From an optimization exercise on the open Yosys and OpenROAD flow, aimed at small area, a short achievable clock period and few clock cycles per item; shortcuts taken in it are not production practice.
In this exercise RTL edits were held to simulation tests only and were not proved equivalent to the original.
Power is estimated from default activity; no workload was simulated.

===== design/flow/constraint.sdc =====
create_clock -name core_clock -period 6.0 [get_ports {clock}]
set_input_delay 1.2000 -clock core_clock [delete_from_list [all_inputs] [get_ports {clock}]]
set_output_delay 1.2000 -clock core_clock [all_outputs]
set_load 0.01 [all_outputs]

===== design/flow/config.mk =====
export PLATFORM = sky130hd
export DESIGN_NAME = best_fit_bin_packer
export DESIGN_NICKNAME = best_fit_bin_packer
export VERILOG_FILES = /design/flow/design.v
export SDC_FILE = /design/flow/constraint.sdc
export NUM_CORES = 4
export LEC_CHECK = 0
export CAP_MARGIN = 20
export CORE_MARGIN = 2
export CORE_UTILIZATION = 40
export SLEW_MARGIN = 20

===== design/flow/run.sh =====
#!/bin/bash
# synth_recipe.tcl (not shown) runs the flow's synth.tcl, then flattens the netlist and writes it again
# the make line also repeats each setting of config.mk as NAME=value (left out here)
make -C /OpenROAD-flow-scripts/flow DESIGN_CONFIG=/design/flow/config.mk WORK_HOME=/design/flow/orfs CLKGATE_MAP_FILE= SYNTH_SCRIPT=/design/flow/synth_recipe.tcl finish

===== design/flow/design.v =====
`default_nettype none
package bfbp_pkg;
   localparam int unsigned WeightWidth = 16;
   localparam int unsigned IndexWidth  = 7;
   localparam int unsigned CountWidth  = 8;
   localparam int unsigned StatusWidth = 2;
   typedef enum logic [StatusWidth-1:0] {
      STATUS_PLACED     = 2'd0,
      STATUS_OVERWEIGHT = 2'd1,
      STATUS_FULL       = 2'd2
   } status_type;
   typedef struct packed {
      logic [WeightWidth-1:0] item_weight;
      logic                   last_item;
   } req_payload_type;
   typedef struct packed {
      logic [IndexWidth-1:0]  bin_index;
      logic                   opened_new;
      logic [CountWidth-1:0]  bins_in_use;
      logic [StatusWidth-1:0] status;
      logic                   set_done;
   } rsp_payload_type;
endpackage
`default_nettype wire
`default_nettype none
module bfbp_lt #(
   parameter int unsigned W = 16
) (
   input  wire logic [W-1:0] a,
   input  wire logic [W-1:0] b,
   output wire logic         lt
);
   localparam int unsigned L = $clog2(W);
   logic [W-1:0] gt_l [L+1];
   logic [W-1:0] ls_l [L+1];
   assign gt_l[0] = a & ~b;
   assign ls_l[0] = ~a & b;
   for (genvar l = 0; l < L; l++) begin : g_l
      for (genvar k = 0; k < W; k++) begin : g_k
         if ((k % (2 << l)) == 0 && (k + (1 << l)) < W) begin : g_m
            assign ls_l[l+1][k] = ls_l[l][k+(1<<l)] | (~gt_l[l][k+(1<<l)] & ls_l[l][k]);
            assign gt_l[l+1][k] = gt_l[l][k+(1<<l)] | (~ls_l[l][k+(1<<l)] & gt_l[l][k]);
         end else begin : g_p
            assign ls_l[l+1][k] = ls_l[l][k];
            assign gt_l[l+1][k] = gt_l[l][k];
         end
      end
   end
   assign lt = ls_l[L][0];
endmodule
module best_fit_bin_packer #(
   parameter int unsigned MAX_BINS = 128
) (
   input  wire logic              clock,
   input  wire logic              reset,
   input  wire logic              req_valid,
   output wire logic              req_ready,
   input  wire logic [15:0]       req_item_weight,
   input  wire logic              req_last_item,
   output wire logic              rsp_valid,
   input  wire logic              rsp_ready,
   output wire logic [6:0]        rsp_bin_index,
   output wire logic              rsp_opened_new,
   output wire logic [7:0]        rsp_bins_in_use,
   output wire logic [1:0]        rsp_status,
   output wire logic              rsp_set_done,
   input  wire logic              csr_wr_en,
   input  wire logic [15:0]       csr_wr_data
);
   localparam int unsigned N     = MAX_BINS;
   localparam int unsigned AW    = $clog2(MAX_BINS);      
   localparam int unsigned CW    = $clog2(MAX_BINS + 1);  
   localparam int unsigned WW    = 16;
   localparam int unsigned LANES = 16;
   localparam int unsigned LB    = $clog2(LANES);         
   localparam int unsigned RB    = AW - LB;               
   localparam int unsigned G1    = LANES / 4;             
   logic [WW-1:0]   cap_ff;
   logic [CW-1:0]   count_ff;
   logic            rsp_valid_ff;
   logic [6:0]      rsp_idx_ff;
   logic            rsp_new_ff;
   logic [7:0]      rsp_cnt_ff;
   logic [1:0]      rsp_st_ff;
   logic            rsp_done_ff;
   logic [WW-1:0]   space_mem [N];
   logic            sc_busy;
   logic [WW-1:0]   weight_ff;
   logic            last_ff;
   logic            over_ff;
   logic [RB:0]     rd_row;         
   logic            rd_done;        
   logic            rd_v;
   logic [RB-1:0]   rd_base;
   logic [WW-1:0]   rd_data [LANES];
   logic [LANES-1:0] rd_fit;
   logic            t1_v;
   logic            t1_cv [G1];
   logic [WW-1:0]   t1_cs [G1];
   logic [AW-1:0]   t1_ci [G1];
   logic            best_v;
   logic [WW-1:0]   best_s;
   logic [AW-1:0]   best_i;
   logic            fin_v;
   logic            fin_en;         
   logic            fin_open;       
   logic [AW-1:0]   fin_idx;        
   logic [WW-1:0]   fin_data;       
   logic [CW-1:0]   fin_cnt;        
   logic [1:0]      fin_status;
   logic            fin_last;
   logic            out_free, commit;
   logic            fw_en;
   logic [AW-1:0]   fw_idx;
   logic [WW-1:0]   fw_data;
   logic [CW-1:0]   count_eff;      
   assign out_free  = !rsp_valid_ff || rsp_ready;
   assign commit    = fin_v && out_free;
   assign fw_en     = fin_v && fin_en;
   assign fw_idx    = fin_idx;
   assign fw_data   = fin_data;
   assign count_eff = count_ff;     
   logic            req_fire, scan_done, fin_free, sc_free;
   logic [RB:0]     rows_needed;
   assign rows_needed = (RB+1)'((count_eff + CW'(LANES - 1)) >> LB);
   assign scan_done   = sc_busy && !rd_v && (rd_done || (rd_row >= rows_needed));
   assign fin_free    = !fin_v || commit;
   assign sc_free     = !sc_busy || (scan_done && fin_free);
   assign req_ready   = sc_free;
   assign req_fire    = req_valid && req_ready;
   assign rsp_valid       = rsp_valid_ff;
   assign rsp_bin_index   = rsp_idx_ff;
   assign rsp_opened_new  = rsp_new_ff;
   assign rsp_bins_in_use = rsp_cnt_ff;
   assign rsp_status      = rsp_st_ff;
   assign rsp_set_done    = rsp_done_ff;
   logic            do_read;
   logic [WW-1:0]   rdat  [LANES];
   logic [WW-1:0]   rleft [LANES];
   logic [LANES-1:0] rfit;
   assign do_read = req_fire || (sc_busy && !rd_done && (rd_row < rows_needed));
   for (genvar l = 0; l < LANES; l++) begin : g_rd
      logic [WW:0] d_new, d_cur;
      assign rdat[l]  = (fw_en && (fw_idx == {rd_row[RB-1:0], LB'(l)})) ? fw_data
                        : space_mem[{rd_row[RB-1:0], LB'(l)}];
      assign d_new    = {1'b0, rdat[l]} - {1'b0, req_item_weight};
      assign d_cur    = {1'b0, rdat[l]} - {1'b0, weight_ff};
      assign rleft[l] = req_fire ? d_new[WW-1:0] : d_cur[WW-1:0];
      assign rfit[l]  = req_fire ? !d_new[WW] : !d_cur[WW];
   end
   logic [WW:0]     fw_d;
   logic            fw_row;
   logic            x_v;
   assign fw_d   = {1'b0, fw_data} - {1'b0, weight_ff};
   assign fw_row = fw_en && (fw_idx[AW-1:LB] == rd_base);
   assign x_v    = rd_v && fw_row && !fw_d[WW] && (CW'(fw_idx) < count_eff);
   logic            l_v [LANES];
   logic [WW-1:0]   l_s [LANES];
   for (genvar l = 0; l < LANES; l++) begin : g_lane
      logic hit;
      assign hit    = fw_row && (fw_idx[LB-1:0] == LB'(l));
      assign l_s[l] = rd_data[l];
      assign l_v[l] = (CW'({rd_base, LB'(l)}) < count_eff) && rd_fit[l] && !hit;
   end
   logic            n1_v [LANES/2];
   logic [WW-1:0]   n1_s [LANES/2];
   logic [AW-1:0]   n1_i [LANES/2];
   for (genvar k = 0; k < LANES / 2; k++) begin : g_n1
      logic less, sel;
      bfbp_lt #(.W(WW)) u_c (.a(l_s[2*k+1]), .b(l_s[2*k]), .lt(less));
      assign sel     = l_v[2*k+1] && (!l_v[2*k] || less);
      assign n1_v[k] = l_v[2*k] || l_v[2*k+1];
      assign n1_s[k] = sel ? l_s[2*k+1] : l_s[2*k];
      assign n1_i[k] = {rd_base, LB'(2*k + (sel ? 1 : 0))};
   end
   logic            n2_v [G1];
   logic [WW-1:0]   n2_s [G1];
   logic [AW-1:0]   n2_i [G1];
   for (genvar k = 0; k < G1; k++) begin : g_n2
      logic less, sel;
      bfbp_lt #(.W(WW)) u_c (.a(n1_s[2*k+1]), .b(n1_s[2*k]), .lt(less));
      assign sel     = n1_v[2*k+1] && (!n1_v[2*k] || less);
      assign n2_v[k] = n1_v[2*k] || n1_v[2*k+1];
      assign n2_s[k] = sel ? n1_s[2*k+1] : n1_s[2*k];
      assign n2_i[k] = sel ? n1_i[2*k+1] : n1_i[2*k];
   end
   logic            n3_v [2];
   logic [WW-1:0]   n3_s [2];
   logic [AW-1:0]   n3_i [2];
   for (genvar k = 0; k < 2; k++) begin : g_n3
      logic less, sel;
      bfbp_lt #(.W(WW)) u_c (.a(t1_cs[2*k+1]), .b(t1_cs[2*k]), .lt(less));
      assign sel     = t1_cv[2*k+1] && (!t1_cv[2*k] || less);
      assign n3_v[k] = t1_cv[2*k] || t1_cv[2*k+1];
      assign n3_s[k] = sel ? t1_cs[2*k+1] : t1_cs[2*k];
      assign n3_i[k] = sel ? t1_ci[2*k+1] : t1_ci[2*k];
   end
   logic            r_v;
   logic [WW-1:0]   r_s;
   logic [AW-1:0]   r_i;
   logic            r_less, r_sel;
   bfbp_lt #(.W(WW)) u_r (.a(n3_s[1]), .b(n3_s[0]), .lt(r_less));
   assign r_sel = n3_v[1] && (!n3_v[0] || r_less);
   assign r_v   = n3_v[0] || n3_v[1];
   assign r_s   = r_sel ? n3_s[1] : n3_s[0];
   assign r_i   = r_sel ? n3_i[1] : n3_i[0];
   logic            found_n, full, open_n;
   logic [CW-1:0]   count_inc;
   logic [WW-1:0]   newsp;
   assign full      = (count_ff == CW'(N));
   assign found_n   = nb_v;
   assign open_n    = !over_ff && !found_n && !full;
   assign count_inc = count_ff + CW'(1);
   assign newsp     = cap_ff - weight_ff;
   logic            rb_less, xb_less, xr_less, take, take_x, rv_ok;
   logic            nb_v;
   logic [WW-1:0]   nb_s;
   logic [AW-1:0]   nb_i;
   bfbp_lt #(.W(WW+AW)) u_rb (.a({r_s, r_i}), .b({best_s, best_i}), .lt(rb_less));
   bfbp_lt #(.W(WW+AW)) u_xb (.a({fw_d[WW-1:0], fw_idx}), .b({best_s, best_i}), .lt(xb_less));
   bfbp_lt #(.W(WW+AW)) u_xr (.a({fw_d[WW-1:0], fw_idx}), .b({r_s, r_i}), .lt(xr_less));
   assign rv_ok  = t1_v && r_v;
   assign take_x = x_v && (!best_v || xb_less) && (!rv_ok || xr_less);
   assign take   = !take_x && rv_ok && (!best_v || rb_less);
   assign nb_v   = take_x || take || best_v;
   assign nb_s   = take_x ? fw_d[WW-1:0] : take ? r_s : best_s;
   assign nb_i   = take_x ? fw_idx : take ? r_i : best_i;
   always_ff @(posedge clock) begin
      if (reset) begin
         cap_ff       <= '1;
         count_ff     <= '0;
         rsp_valid_ff <= 1'b0;
         sc_busy      <= 1'b0;
         fin_v        <= 1'b0;
         rd_row       <= '0;
         rd_done      <= 1'b1;
      end else begin
         if (csr_wr_en) cap_ff <= csr_wr_data;
         if (rsp_ready) rsp_valid_ff <= 1'b0;
         if (commit) rsp_valid_ff <= 1'b1;
         if (scan_done && fin_free) begin
            if (last_ff)      count_ff <= '0;
            else if (open_n)  count_ff <= count_inc;
         end
         if (scan_done && fin_free) fin_v <= 1'b1;
         else if (commit) fin_v <= 1'b0;
         if (req_fire) sc_busy <= 1'b1;
         else if (scan_done && fin_free) sc_busy <= 1'b0;
         if (req_fire) begin
            rd_row  <= (RB+1)'(1);
            rd_done <= 1'b0;
         end else if (sc_busy && !rd_done) begin
            if (rd_row < rows_needed && (rd_row + (RB+1)'(1)) < rows_needed) begin
               rd_row <= rd_row + (RB+1)'(1);
            end else begin
               rd_row  <= '0;
               rd_done <= 1'b1;
            end
         end
      end
   end
   always_ff @(posedge clock) begin
      rd_v    <= do_read;
      rd_base <= rd_row[RB-1:0];
      rd_fit  <= rfit;
      for (int l = 0; l < LANES; l++) rd_data[l] <= rleft[l];
      if (req_fire) begin
         weight_ff <= req_item_weight;
         last_ff   <= req_last_item;
         over_ff   <= req_item_weight > cap_ff;
      end
      t1_v <= rd_v;
      for (int k = 0; k < G1; k++) begin
         t1_cv[k] <= rd_v && n2_v[k];
         t1_cs[k] <= n2_s[k];
         t1_ci[k] <= n2_i[k];
      end
      if (req_fire) begin
         best_v <= 1'b0;
      end else begin
         best_v <= nb_v;
         best_s <= nb_s;
         best_i <= nb_i;
      end
      if (scan_done && fin_free) begin
         fin_en     <= !over_ff && (found_n || !full);
         fin_open   <= open_n;
         fin_idx    <= nb_v ? nb_i : count_ff[AW-1:0];
         fin_data   <= nb_v ? nb_s : newsp;
         fin_cnt    <= open_n ? count_inc : count_ff;
         fin_status <= over_ff ? 2'd1 : (!found_n && full) ? 2'd2 : 2'd0;
         fin_last   <= last_ff;
      end
      if (commit) begin
         rsp_idx_ff  <= fin_en ? 7'(fin_idx) : 7'd0;
         rsp_new_ff  <= fin_open;
         rsp_cnt_ff  <= 8'(fin_cnt);
         rsp_st_ff   <= fin_status;
         rsp_done_ff <= fin_last;
      end
   end
   always_ff @(posedge clock) begin
      if (commit && fw_en) begin
         space_mem[fw_idx] <= fw_data;
      end
   end
endmodule
`default_nettype wire

==> results by group, run 1 <==
Outcome
  • Status: finished clean

Synth
  • Top post-synthesis cells by count: edfxtp_1 (2144), nor2_1 (676), a21oi_1 (675), nand2_1 (625), ha_1 (580)
  • Netlist cell types: between 100 and 150
  • Most frequent cell after synthesis: edfxtp_1
  • Largest area contributor in the netlist: edfxtp_1
  • Post-Synthesis Cells: 9465
  • Synth top area share: 51.5%
  • Top cells by area, synth: edfxtp_1 (51%), mux4_2 (9.2%), dfxtp_1 (6.2%)
  • Seq/Total Area, Yosys: just under 60%
  • Top_reg_cell synth: edfxtp_1
  • Synthesis-stage register bit count: between 2000 and 3000
  • Post-Syn Area: roughly 0.13 sq mm
  • Ys Warns: between 40 and 50
  • Ys async rst share: 0%
  • Number of flops mapped to enable cells by yosys: between 2000 and 2500
  • Syn Area/Cell: 13.2 sq um
  • Syn_nets: 10100

Layout
  • Share of cells above drive strength 1: a little under a fifth
  • Area delta synth->final: 16.3%
  • Fin area: roughly 0.15 sq mm
  • Final #Nets: around 11000
  • Fill count: 27200
  • Fin cells: between 10000 and 15000

Timing
  • Worst clock skew: ~0.075 ns
  • Final setup viols: 0
  • Setup ws final: about 0.12 ns
  • Final worst-path cycle share: between 90% and 100%
  • Fmax: about 170 MHz
  • Worst slew margin: 15.8%
  • RSZ-0062 raised after global routing: yes
  • Slew @ Worst Pin: between 1 and 1.5 ns
  • Min Tclk post-route: slightly below 6 ns
  • Final Max Slew Viols: 0
  • Final Hold Fails: 0
  • Hold slack: around 0.42 ns

Power and ir drop
  • Lkg Pwr: 52.0 nW
  • P_int: between 30 and 40 mW
  • Sw frac: about 30%
  • Total power: just under 50 mW
  • Pwr Density: ~340 mW/mm^2
  • Net Sw Power: 14.9 mW
  • Combinational Power Share: around 23%
  • VDD IR max: between 0.0002 and 0.00025 V
  • Sequential power share: between 40% and 50%
  • Clock power share: approximately a third

CTS
  • Htree depth: 5
  • Clock sinks: between 2000 and 3000
  • CTS Buffer Depth: 4
  • Skew-Pair Late Insertion Delay: 0.92 ns
  • Number of CTS-inserted buffers: 276
  • Hold_buf cts: 0
  • Clk root buf: clkbuf_16
  • TritonCTS clock tree: yes
  • Clk slew on worst S/H paths: 0.06 ns

Min path
  • Hold Crit Endpoint: rsp_st_ff[0]$_DFFE_PP_
  • Hold Startpoint: fin_status[0]$_SDFFCE_PP1P_
  • Hold Crit Depth: 0
  • Worst min path class: reg2reg

Floorplanning
  • Die height: between 500 and 600 microns
  • Initial Util: about two fifths
  • Die area: approximately 0.32 sq mm
  • Ports: 59
  • Row count: roughly 210
  • Chip width: between 500 and 600 microns
  • Placeable Area: 0.312 sq mm

Critical path
  • WS Path Type: reg2reg
  • Worst-path maximum fanout: 7
  • R2r startpoint: t1_cs[3][4]$_DFF_P_
  • Critical Path AT: 6.70 ns
  • R2r endpoint: count_ff[0]$_SDFFE_PP0P_
  • Reg2reg path depth: 26
  • Critical path data required time: 6.81 ns
  • Crit path capture type: register
  • Flop-to-flop setup slack: about 0.12 ns
  • Startpoint Class: register

Detailed routing
  • Via Count: just over 80000
  • Routed len/inst: ~28 microns
  • First-pass detailed-route iteration total: 6
  • Detailed Route Iter0 Violations: 8231
  • ANT nets after route: 0
  • Vias per std cell: 5.72
  • Post-route DRC: 0
  • Wirelength, routed: between 400 and 500 mm

Placement
  • Routability Congestion: ~1
  • Placed cell area: 0.135 sq mm
  • IO Port Bufs: between 50 and 60
  • Pre-CTS setup slack: -0.0570 ns
  • Placed insts: ~14000
  • Post-DP HPWL: ~270 mm

Global route
  • Remaining Overflow, GRT: 0
  • Vias in the first global route: 80600
  • Total GRT Usage: about 25%
  • Initial antenna violation count: 24
  • First-pass GRT wire length: 571 mm
  • Largest net degree at the start of global routing: ~150

Job
  • Max-cap violation count: 0
how the worst max path moves through the flow:
stage	from	to	slack, ns	depth (start not counted)
floorplan	fin_data[0]$_DFFE_PP_	fin_cnt[1]$_DFFE_PP_	0.005	22
global placement	t1_cs[2][12]$_DFF_P_	fin_en$_DFFE_PP_	-0.13	25
detailed placement	fin_idx[2]$_DFFE_PP_	rd_fit[0]$_DFF_P_	-0.06	25
CTS	t1_cs[0][12]$_DFF_P_	count_ff[6]$_SDFFE_PP0P_	-0.001	24
global route	t1_cs[0][4]$_DFF_P_	fin_idx[1]$_DFFE_PP_	-0.06	25
finish	t1_cs[3][4]$_DFF_P_	count_ff[0]$_SDFFE_PP0P_	0.12	26
worst max-delay path, stage by stage (launching register included):
cell and delay, ns:
dfxtp_1 0.38, nor2b_4 0.05, maj3_2 0.29, maj3_2 0.30, maj3_2 0.34, o211a_4 0.29
nor2_8 0.21, mux2_4 0.34, buf_4 0.18, o22ai_4 0.20, nand3_1 0.12, a31oi_2 0.22
buf_4 0.14, nand3_2 0.12, nand2_4 0.13, buf_4 0.17, mux2_2 0.34, a22oi_1 0.21
a221oi_2 0.12, a211oi_2 0.28, buf_4 0.16, a311oi_4 0.11, buf_4 0.18, nor2_4 0.22
buf_4 0.20, nand3_1 0.19, a211oi_1 0.27
routing by layer:
| metal | vias up | wire length (microns) | GRT usage (%) |
|---|---|---|---|
| met5 | - | 27 | 0 |
| met4 | 4 | 21700 | 12.0 |
| met3 | 770 | 30600 | 3.89 |
| met2 | 3215 | 184000 | 39.2 |
| met1 | 41800 | 168000 | 33.6 |
| li1 | 37000 | - | - |
power by group through the flow:
stage	combinational, mW	sequential, mW	clock [mW]
after floorplan	6.01	21.3	0
after global placement	10.4	21.4	0
after detailed placement	10.5	21.4	0
after CTS	10.6	21.0	17.3
after global routing	12.2	21.1	18.0
final	11.4	21.0	17.0
timing repair:
item                       CTS  global route
setup buffers                2            29
setup endpoints to repair   22           148
hold endpoints to repair     0             0
gates resized for setup      9           239
pin swaps                    1            37
gates cloned                 0             6
registers in the layout, indices dropped and copies added, names as in the netlist, 11 cells and up:
name	cells
space_mem	2048
rd_data	256
t1_cs	64
best_s	16
cap_ff	16
fin_data	16
rd_fit	16
weight_ff	16
t1_ci	11
stage by stage:
stage                     util [%]  TNS (ns)
final                         46.7         0
after global routing          46.7    -0.505
after CTS                     46.2  -0.00117
after detailed placement      43.3    -0.219
after global placement        43.3    -0.901
after floorplan                  -         0
area by class of cell:
cell class / instances / area (sq um) / share of cell area (%)
antenna: 20 / 50.0 / 0.0344
clock buffer: 333 / 7240 / 4.97
clock inverter: 159 / 1750 / 1.20
inverter: 543 / 2040 / 1.40
multi-input combinational: 6018 / 50500 / 34.7
sequential: 2533 / 72200 / 49.6
tap: 4140 / 5180 / 3.56
timing repair buffer: 733 / 6490 / 4.46
cell usage in the layout, fill, tap and decap left out, drive strengths merged, types with 337 or more instances in the layout:
cell type  synthesis  routed
o21ai            576     576
buf              131     672
nor2             682     683
nand2            626     626
clkbuf           241     337
mux2i            423     423
edfxtp          2144    2144
inv              542     550
dfxtp            389     389
mux4             512     512
a21oi            676     676
ha               580     580
cells by family (layout without fill, tap and decap cells):
| group | count (synthesis) | in the layout | share of synthesized area [%] |
|---|---|---|---|
| adders and majority gates | 745 | 745 | 7.40 |
| other | 0 | 20 | 0 |
| AOI/OAI and AO/OA | 1966 | 1966 | 9.54 |
| xor gates and xnor gates | 302 | 302 | 2.11 |
| and+or+nand+nor | 2032 | 2033 | 7.53 |
| muxes | 972 | 972 | 12.9 |
| DFF | 2533 | 2533 | 57.7 |
| buffers and inverters | 915 | 1768 | 2.79 |
Testbench counts, summed over its fixed seeds: cycles 48,730, items 19,013.
==> inputs of run 2 (changes only) <==
--- a/design/flow/config.mk
+++ b/design/flow/config.mk
@@ -10,2 +10,3 @@
 export CORE_UTILIZATION = 40
+export SETUP_SLACK_MARGIN = 0.2
 export SLEW_MARGIN = 20
==> run 2 against run 1 <==
Effect of this change: core utilization increased by 0.49 points; cell count grew 0.39%; sequential power barely moved; combinational power hardly changed; non-clock buffer count grew 50; synthesized cell count is the same; critical endpoint is now fin_data[4]$_DFFE_PP_.
==> results by group, run 2 <==
Power and ir drop
  • Pwr Density: 340 mW/mm^2 (about the same)
  • Combinational Power Share: 23.3% (+0.3 points)
  • VDD IR max: 0.000204 V (-7.3%)
  • Sequential power share: 42.1% (-0.4 points)
  • Total power: 50.0 mW (+1.0%)
  • P_int: 34.8 mW (+0.83%)
  • Lkg Pwr: 52.5 nW (+1.0%)
  • Net Sw Power: 15.1 mW (+1.5%)
  • Sw frac: 30.3% (+0.15 points)
  • Clock power share: 34.5% (about the same)

Critical path
  • Number of buffers and inverters on the critical path: 4 (-2)
  • Cell Chain, Critical Path: nor2b_4 > maj3_2 > maj3_2 > maj3_2 > o211a_4 > nor2_8 > buf_6 > mux2_4 > a32oi_2 > a311o_1 > nand4_1 > and3_4 > buf_12 > or4_4 > a2111oi_4 > a221oi_2 > and2_1 > a31o_1 > a311oi_4 > buf_6 > nand2_8 > buf_12 > o21a_1 > a31oi_1
  • Startpoint Class: register
  • Critical path data required time: 6.76 ns (-0.05 ns)
  • Most frequent CP cell: maj3_2
  • R2r startpoint: t1_cs[0][4]$_DFF_P_
  • Critical Path AT: 6.68 ns (-0.02 ns)
  • Slowest-stage cell, CP: or4_4
  • CP startpoint: t1_cs[0][4]$_DFF_P_
  • Crit path max-delay family: compound AO/OA/AOI/OAI gates
  • Worst-path maximum fanout: 8 (+1)
  • Crit path capture type: register
  • CP peak stage delay: 0.44 ns (+0.06 ns)
  • WS Path Type: reg2reg

Timing
  • Final Hold Fails: 0 (unchanged)
  • Slew @ Worst Pin: 1.16 ns (-0.105 ns)
  • Final worst-path cycle share: 98.6% (+0.54 points)
  • Min Tclk post-route: 5.92 ns (+0.0326 ns)
  • Hold slack: 0.377 ns (-0.0427 ns)
  • Fmax: 169 MHz (-0.55%)
  • Final Max Slew Viols: 0 (unchanged)
  • Final setup viols: 0 (unchanged)
  • Worst clock skew: 0.0850 ns (+0.0102 ns)
  • RSZ-0062 raised after global routing: yes
  • Worst slew margin: 22.5% (+6.7 points)

Synth
  • Most frequent cell after synthesis: edfxtp_1
  • Ys Warns: 41 (unchanged)
  • Synth top area share: 51.5% (unchanged)
  • Post-Syn Area: 0.125 sq mm (unchanged)
  • Post-Synthesis Cells: 9465 (unchanged)
  • Multiplexer area fraction after synthesis: 12.9% (unchanged)
  • Seq/Total Area, Yosys: 57.7% (unchanged)
  • Largest family of logic cells by synthesized area: multiplexers
  • Post-Synth Adder-Cell Area: 7.40% (unchanged)
  • Netlist cell types: 103 (unchanged)
  • Top cells by area, synth: edfxtp_1 (51%), mux4_2 (9.2%), dfxtp_1 (6.2%)
  • Synthesis-stage register bit count: 2533 (unchanged)
  • Simple-gate portion of the synthesized area: 7.53% (unchanged)
  • Syn Area/Cell: 13.2 sq um (unchanged)
  • Synth Area in XOR/XNOR: 2.11% (unchanged)
  • Syn_nets: 10100 (unchanged)
  • Ys async rst share: 0% (unchanged)
  • Top_reg_cell synth: edfxtp_1
  • Number of flops mapped to enable cells by yosys: 2144 (unchanged)
  • Top post-synthesis cells by count: edfxtp_1 (2144), nor2_1 (676), a21oi_1 (675), nand2_1 (625), ha_1 (580)
  • Complex-gate fraction of the synthesized area: 9.54% (unchanged)
  • Largest area contributor in the netlist: edfxtp_1

Layout
  • Fin area: 0.147 sq mm (+1.0%)
  • Final #Nets: 10800 (+0.52%)
  • Max reg flops: 2048 (unchanged)
  • Fin cells: 14500 (+0.39%)
  • Share of cells above drive strength 1: 20.0% (+1.7 points)
  • Biggest register: space_mem
  • Fill count: 27200 (-0.051%)
  • Biggest regs: space_mem (2048), rd_data (256), t1_cs (64)
  • Most frequent cells in the layout: edfxtp_1 (2144), nor2_1 (629), nand2_1 (602), buf_4 (601), a21oi_1 (596)
  • Most common cell after layout, fill and taps aside: edfxtp_1
  • Area delta synth->final: 17.5%

Global route
  • Total GRT Usage: 25.0% (+0.16 points)
  • First-pass GRT wire length: 575 mm (+0.74%)
  • Largest net degree at the start of global routing: 145 (unchanged)
  • Remaining Overflow, GRT: 0 (unchanged)
  • Vias in the first global route: 81200 (+0.70%)
  • Initial antenna violation count: 28 (+17%)

Outcome
  • Status: finished clean

CTS
  • Htree depth: 5 (unchanged)
  • Number of CTS-inserted buffers: 281 (+1.8%)
  • TritonCTS clock tree: yes
  • Clock sinks: 2533 (unchanged)
  • Skew-Pair Late Insertion Delay: 0.94 ns (+0.02 ns)
  • Hold_buf cts: 0 (unchanged)
  • Clk slew on worst S/H paths: 0.07 ns (about the same)
  • CTS Buffer Depth: 4 (unchanged)
  • Clk root buf: clkbuf_16

Detailed routing
  • First-pass detailed-route iteration total: 6 (unchanged)
  • Via Count: 82700 (-0.14%)
  • Detailed Route Iter0 Violations: 8096 (-1.6%)
  • Vias per std cell: 5.69 (-0.54%)
  • ANT nets after route: 0 (unchanged)
  • Post-route DRC: 0 (unchanged)
  • Routed len/inst: 27.9 microns (about the same)
  • Wirelength, routed: 406 mm (+0.43%)

Floorplanning
  • Die area: 0.317 sq mm (unchanged)
  • Placeable Area: 0.312 sq mm (unchanged)
  • Row count: 205 (unchanged)
  • Ports: 59 (unchanged)
  • Chip width: 563 microns (unchanged)
  • Initial Util: 40.2% (unchanged)
  • Die height: 563 microns (unchanged)

Min path
  • Hold Startpoint: rd_v$_DFF_P_
  • Worst min path class: reg2reg

Placement
  • Routability Congestion: 0.955 (-4.6%)
  • Post-DP HPWL: 269 mm (+0.90%)
  • IO Port Bufs: 58 (unchanged)
  • Placed insts: 13900 (-0.029%)
  • Placed cell area: 0.135 sq mm (+0.11%)

Job
  • Max-cap violation count: 0 (unchanged)
[run 2: cell counts after synthesis]
No cell type changed its count.
[run 2: worst reg2reg max path, delay by kind of cell, from the launching register on]
kind	cells	cell delay (ns)
compound gates	9	2.09
simple gates	7	1.37
fa+ha+maj	3	0.97
buf+inv	4	0.67
mux	1	0.37
flops	1	0.32
[run 2: cell type report]
cell class | count | area [sq um] | area share, %
Sequential cell | 2533 | 72200 | 49.1
Tap cell | 4140 | 5180 | 3.52
Multi-Input combinational cell | 6019 | 51100 | 34.8
Timing Repair Buffer | 783 | 7250 | 4.93
Antenna cell | 11 | 27.5 | 0.0187
Inverter | 543 | 2040 | 1.39
Clock buffer | 338 | 7360 | 5.01
Clock inverter | 169 | 1800 | 1.23
[run 2: stage by stage]
stage | TNS, ns | util (%) | worst slack [ns]
floorplan | 0 | - | 0.0388
global placement | -3.42 | 43.4 | -0.138
detailed placement | -5.57 | 43.4 | -0.253
CTS | 0 | 46.7 | 0.124
global route | -2.94 | 47.2 | -0.120
finish | 0 | 47.2 | 0.0824
[run 2: power groups by stage]
stage	clock [mW]	combinational (mW)	sequential [mW]
2_1_floorplan	0	6.03	21.3
3_3_place_gp	0	10.3	21.4
3_5_place_dp	0	10.4	21.4
4_1_cts	17.6	11.1	21.0
5_1_grt	18.3	12.5	21.1
6_report	17.3	11.7	21.1
[run 2: kinds of logic after synthesis]
kind of cell / count (synthesis)
XOR/XNOR: 302
multiplexers: 972
buffers and inverters: 915
AND/OR/NAND/NOR: 2032
AO/OA/AOI/OAI: 1966
flip-flops: 2533
adder cells (fa/ha/maj): 745
[run 2: timing repair]
item / 4_1_cts / 5_1_grt
cloned: 13 / 6
pin swaps: 33 / 74
endpoints found under the setup margin: 86 / 198
setup buffers: 31 / 44
hold endpoints to repair: 0 / 0
gates resized for setup: 152 / 335
[run 2: final timing paths]
| path | to | slack, ns | depth (start not counted) |
|---|---|---|---|
| max reg2reg | fin_data[4]$_DFFE_PP_ | 0.08 | 24 |
| min reg2reg | t1_v$_DFF_P_ | 0.38 | 0 |
| max | fin_data[4]$_DFFE_PP_ | 0.08 | 24 |
| min | t1_v$_DFF_P_ | 0.38 | 0 |
[run 2: per-layer routing]
layer | GRT usage (%) | wire (microns) | vias up
met2 | 39.8 | 187000 | 3011
met5 | 0 | 150 | -
met1 | 34.2 | 173000 | 41900
met4 | 10.1 | 17500 | 20
li1 | - | - | 37100
met3 | 3.98 | 28600 | 650
==> inputs of run 3 (changes only) <==
--- a/design/flow/design.v
+++ b/design/flow/design.v
@@ -219,4 +219,4 @@
    bfbp_lt #(.W(WW+AW)) u_rb (.a({r_s, r_i}), .b({best_s, best_i}), .lt(rb_less));
-   bfbp_lt #(.W(WW+AW)) u_xb (.a({fw_d[WW-1:0], fw_idx}), .b({best_s, best_i}), .lt(xb_less));
-   bfbp_lt #(.W(WW+AW)) u_xr (.a({fw_d[WW-1:0], fw_idx}), .b({r_s, r_i}), .lt(xr_less));
+   bfbp_lt #(.W(WW)) u_xb (.a(fw_d[WW-1:0]), .b(best_s), .lt(xb_less));
+   bfbp_lt #(.W(WW)) u_xr (.a(fw_d[WW-1:0]), .b(r_s), .lt(xr_less));
    assign rv_ok  = t1_v && r_v;
@@ -287,4 +287,4 @@
          fin_open   <= open_n;
-         fin_idx    <= nb_v ? nb_i : count_ff[AW-1:0];
-         fin_data   <= nb_v ? nb_s : newsp;
+         fin_idx    <= take_x ? fw_idx : take ? r_i : best_v ? best_i : count_ff[AW-1:0];
+         fin_data   <= take_x ? fw_d[WW-1:0] : take ? r_s : best_v ? best_s : newsp;
          fin_cnt    <= open_n ? count_inc : count_ff;
--- a/design/flow/config.mk
+++ b/design/flow/config.mk
@@ -10,3 +10,2 @@
 export CORE_UTILIZATION = 40
-export SETUP_SLACK_MARGIN = 0.2
 export SLEW_MARGIN = 20
==> run 3 against run 2 <==
Effect of this change: wire length shrank 3.7%; largest cell class unchanged; critical endpoint is now req_ready; hold slack better by 0.023 ns; non-clock buffer count is 231 higher; critical path depth decreased by 13; still clean on timing, DRC and antenna.
==> results by group, run 3 <==
Outcome
  • Status: finished clean

Power and ir drop
  • P_int: 33.7 mW (-3.1%)
  • Clock power share: 35.1% (+0.6 points)
  • Total power: 47.4 mW (-5.2%)
  • Lkg Pwr: 52.7 nW (+0.32%)
  • Combinational Power Share: 21.1% (-2.2 points)
  • Sw frac: 28.8% (-1.5 points)
  • Net Sw Power: 13.6 mW (-10%)
  • Pwr Density: 322 mW/mm^2 (-5.2%)
  • Sequential power share: 43.7% (+1.6 points)
  • VDD IR max: 0.000275 V (+35%)

Layout
  • Final #Nets: 11000 (+1.6%)
  • Fin area: 0.147 sq mm (about the same)
  • Area occupied by multi-input gates: 0.0501 sq mm (-2.0%)
  • Sequential Area: 0.0722 sq mm (about the same)
  • Post-route core utilization: 47.2% (about the same)
  • Most frequent cells in the layout: edfxtp_1 (2144), buf_4 (866), nor2_1 (681), a21oi_1 (637), nand2_1 (591)
  • Share of cells above drive strength 1: 20.3% (+0.33 points)
  • Biggest regs: space_mem (2048), rd_data (256), t1_cs (64)
  • Max reg flops: 2048 (unchanged)
  • Fin cells: 14700 (+0.96%)
  • Fill count: 27100 (-0.32%)
  • Area delta synth->final: 17.6%
  • Biggest register: space_mem
  • Most common cell after layout, fill and taps aside: edfxtp_1

Detailed routing
  • Post-route DRC: 0 (unchanged)
  • Routed len/inst: 26.6 microns (-4.6%)
  • Wirelength, routed: 391 mm (-3.7%)
  • First-pass detailed-route iteration total: 7 (+1)
  • Via Count: 82800 (+0.23%)
  • Detailed Route Iter0 Violations: 9011 (+11%)
  • Vias per std cell: 5.64 (-0.72%)
  • ANT nets after route: 0 (unchanged)

Floorplanning
  • Chip width: 563 microns (about the same)
  • Die height: 563 microns (about the same)
  • Initial Util: 40.1% (about the same)
  • Die area: 0.317 sq mm (-0.11%)
  • Placeable Area: 0.311 sq mm (about the same)
  • Row count: 205 (unchanged)
  • Ports: 59 (unchanged)

Critical path
  • Critical path data required time: 4.80 ns (-1.96 ns)
  • Worst-path maximum fanout: 43 (+35)
  • Crit path capture type: output pin
  • Slowest-stage cell, CP: clkdlybuf4s50_1
  • Crit path max-delay family: buffers and inverters
  • Number of buffers and inverters on the critical path: 4 (unchanged)
  • CP peak stage delay: 0.70 ns (+0.26 ns)
  • Cell Chain, Critical Path: buf_12 > buf_4 > buf_4 > ha_1 > o21ai_0 > nand2b_1 > a21oi_1 > nand2_1 > nand4b_1 > nand2_1 > clkdlybuf4s50_1
  • CP startpoint: rd_row[2]$_SDFFE_PP0P_
  • Critical Path AT: 4.70 ns (-1.98 ns)
  • R2r startpoint: fin_data[0]$_DFFE_PP_
  • Startpoint Class: register
  • WS Path Type: reg2out

Synth
  • Seq/Total Area, Yosys: 57.7% (+0.062 points)
  • Ys async rst share: 0% (unchanged)
  • Post-Syn Area: 0.125 sq mm (-0.11%)
  • Post-Synthesis Cells: 9410 (-0.58%)
  • Synthesis-stage register bit count: 2533 (unchanged)
  • Largest area contributor in the netlist: edfxtp_1
  • Synth top area share: 51.5% (+0.056 points)
  • Top cells by area, synth: edfxtp_1 (52%), mux4_2 (9.2%), dfxtp_1 (6.2%)
  • Top_reg_cell synth: edfxtp_1
  • Number of flops mapped to enable cells by yosys: 2144 (unchanged)
  • Syn Area/Cell: 13.3 sq um (+0.48%)
  • Ys Warns: 41 (unchanged)
  • Most frequent cell after synthesis: edfxtp_1
  • Netlist cell types: 107 (+3.9%)
  • Top post-synthesis cells by count: edfxtp_1 (2144), nor2_1 (707), a21oi_1 (664), nand2_1 (595), ha_1 (580)
  • Syn_nets: 10100 (-0.54%)

Placement
  • Post-DP HPWL: 254 mm (-5.6%)
  • IO Port Bufs: 58 (unchanged)
  • Placed cell area: 0.137 sq mm (+1.4%)
  • Placed insts: 14100 (+1.6%)
  • Routability Congestion: 0.958 (+0.25%)

Timing
  • RSZ-0062 raised after global routing: yes
  • Final Hold Fails: 0 (unchanged)
  • Final worst-path cycle share: 98.3% (-0.28 points)
  • Final Max Slew Viols: 0 (unchanged)
  • Min Tclk post-route: 5.90 ns (-0.0169 ns)
  • Worst slew margin: 24.8% (+2.3 points)
  • Worst clock skew: 0.0610 ns (-0.0240 ns)
  • Hold slack: 0.400 ns (+0.0232 ns)
  • Final setup viols: 0 (unchanged)
  • Fmax: 169 MHz (+0.29%)
  • Slew @ Worst Pin: 1.13 ns (-0.0331 ns)

Min path
  • Hold Startpoint: rd_base[1]$_DFF_P_
  • Worst min path class: reg2reg

Global route
  • First-pass GRT wire length: 558 mm (-3.0%)
  • Total GRT Usage: 24.1% (-0.94 points)
  • Remaining Overflow, GRT: 0 (unchanged)
  • Largest net degree at the start of global routing: 145 (unchanged)
  • Vias in the first global route: 81100 (-0.13%)
  • Initial antenna violation count: 33 (+18%)

CTS
  • TritonCTS clock tree: yes
  • CTS Buffer Depth: 4 (unchanged)
  • Number of CTS-inserted buffers: 275 (-2.1%)
  • Hold_buf cts: 0 (unchanged)
  • Clock sinks: 2533 (unchanged)
  • Htree depth: 5 (unchanged)
  • Clk slew on worst S/H paths: 0.07 ns (about the same)
  • Clk root buf: clkbuf_16
  • Skew-Pair Late Insertion Delay: 0.91 ns (-0.03 ns)

Job
  • Max-cap violation count: 0 (unchanged)
run 3: cell count changes after synthesis, moves of 13 or more:
| cell | change |
|---|---|
| a211oi_1 | -19 |
| nor2_1 | +31 |
| o21ai_1 | +19 |
| a31oi_1 | -26 |
| clkbuf_1 | -13 |
| mux2_1 | +13 |
| nand2_1 | -30 |
| inv_1 | -28 |
run 3: power by group through the flow:
stage	logic (mW)	registers, mW	clock network (mW)
after floorplan	5.49	21.0	0
after global placement	9.13	21.0	0
after detailed placement	9.26	21.0	0
after CTS	9.36	20.7	16.9
after global routing	10.7	20.8	17.6
final	10.0	20.7	16.6
run 3: final cells by class:
cell class	count	area share, %
clock buffers	327	4.90
inverters	518	1.33
diodes	5	0.00851
clock inverters	146	1.02
flip-flops and latches	2533	49.1
multi-input cells	5992	34.1
well taps	4140	3.52
repair buffers	1014	6.00
run 3: per-stage QoR:
stage	setup WS (ns)	TNS, ns
5_1_grt	-0.0407	-0.574
4_1_cts	0.00469	0
6_report	0.0993	0
2_1_floorplan	-0.878	-54.46
3_3_place_gp	-0.0341	-0.677
3_5_place_dp	-0.137	-4.03
run 3: logic make-up after synthesis:
family | count (synthesis) | synth area share, %
AOI/OAI and AO/OA | 1929 | 9.28
xor gates and xnor gates | 298 | 2.09
adders and majority gates | 736 | 7.34
buffers and inverters | 885 | 2.78
DFF | 2533 | 57.7
muxes | 1007 | 13.3
and+or+nand+nor | 2022 | 7.50
run 3: routing by layer:
layer | vias up | part of all wire [%] | track usage [%]
li1 | 37300 | - | -
met1 | 41800 | 44 | 35.0
met2 | 3170 | 45 | 37.2
met3 | 572 | 7.7 | 3.24
met4 | 0 | 3.6 | 8.10
met5 | - | 0 | 0
run 3: repair_timing:
item                                    CTS  global route
buffers inserted                          5            41
cloned                                    0             6
pin swaps                                 2            37
resized for setup                         7           191
endpoints found under the setup margin   45           143
run 3: path summary, 6_finish.rpt:
kind | end | slack [ns] | cells past startpoint
max | req_ready | 0.1 | 11
min | t1_ci[0][5]$_DFF_P_ | 0.40 | 0
max reg2reg | fin_idx[5]$_DFFE_PP_ | 0.12 | 25
min reg2reg | t1_ci[0][5]$_DFF_P_ | 0.40 | 0
run 3: worst reg2reg max path: cells and delay by family, from the launching register on:
kind	cells	cell delay (ns)
simple gates	3	0.71
flops	1	0.38
xor+xnor	1	0.11
compound gates	13	2.49
buf+inv	3	0.28
fa+ha+maj	5	1.68
Testbench counts of run 3, summed over its fixed seeds: cycles 48,730, items 19,013.

==> what the ideal ports hide <==
The flow's constraints put no driver on any port. The routed layouts listed below were extracted and timed again, unchanged, in two steps.
Step 1 (the two cells are an assumption about what drives the block):
set clk [get_ports {clock}]
set_driving_cell -lib_cell sky130_fd_sc_hd__clkbuf_16 $clk
set_driving_cell -lib_cell sky130_fd_sc_hd__buf_2 [delete_from_list [all_inputs] $clk]
Step 2 adds t to the input delays and takes it off the output delays; t is the mean of the earliest and latest rising clock arrival at the registers after step 1. Input paths then give back, and output paths get back, about the clock's delay inside the block.
Three values: no drivers, after step 1, after step 2; two values: the first two.
run	t, ns	setup WS [ns]	clock arrival spread, ns	worst slew at a driven data input, ns	pins driven straight from the clock port
run 1	0.991	0.115 / 0.115 / 0.026	0.082 / 0.082	0.34	1
run 2	0.994	0.082 / 0.082 / 0.043	0.087 / 0.087	0.26	1
run 3	0.988	0.099 / -0.007 / 0.047	0.061 / 0.061	0.12	1
After both steps every run listed still meets setup and hold. For run 1, which loses most, drivers alone change the setup slack by 0.000 ns; drivers and shift together by -0.089 ns.
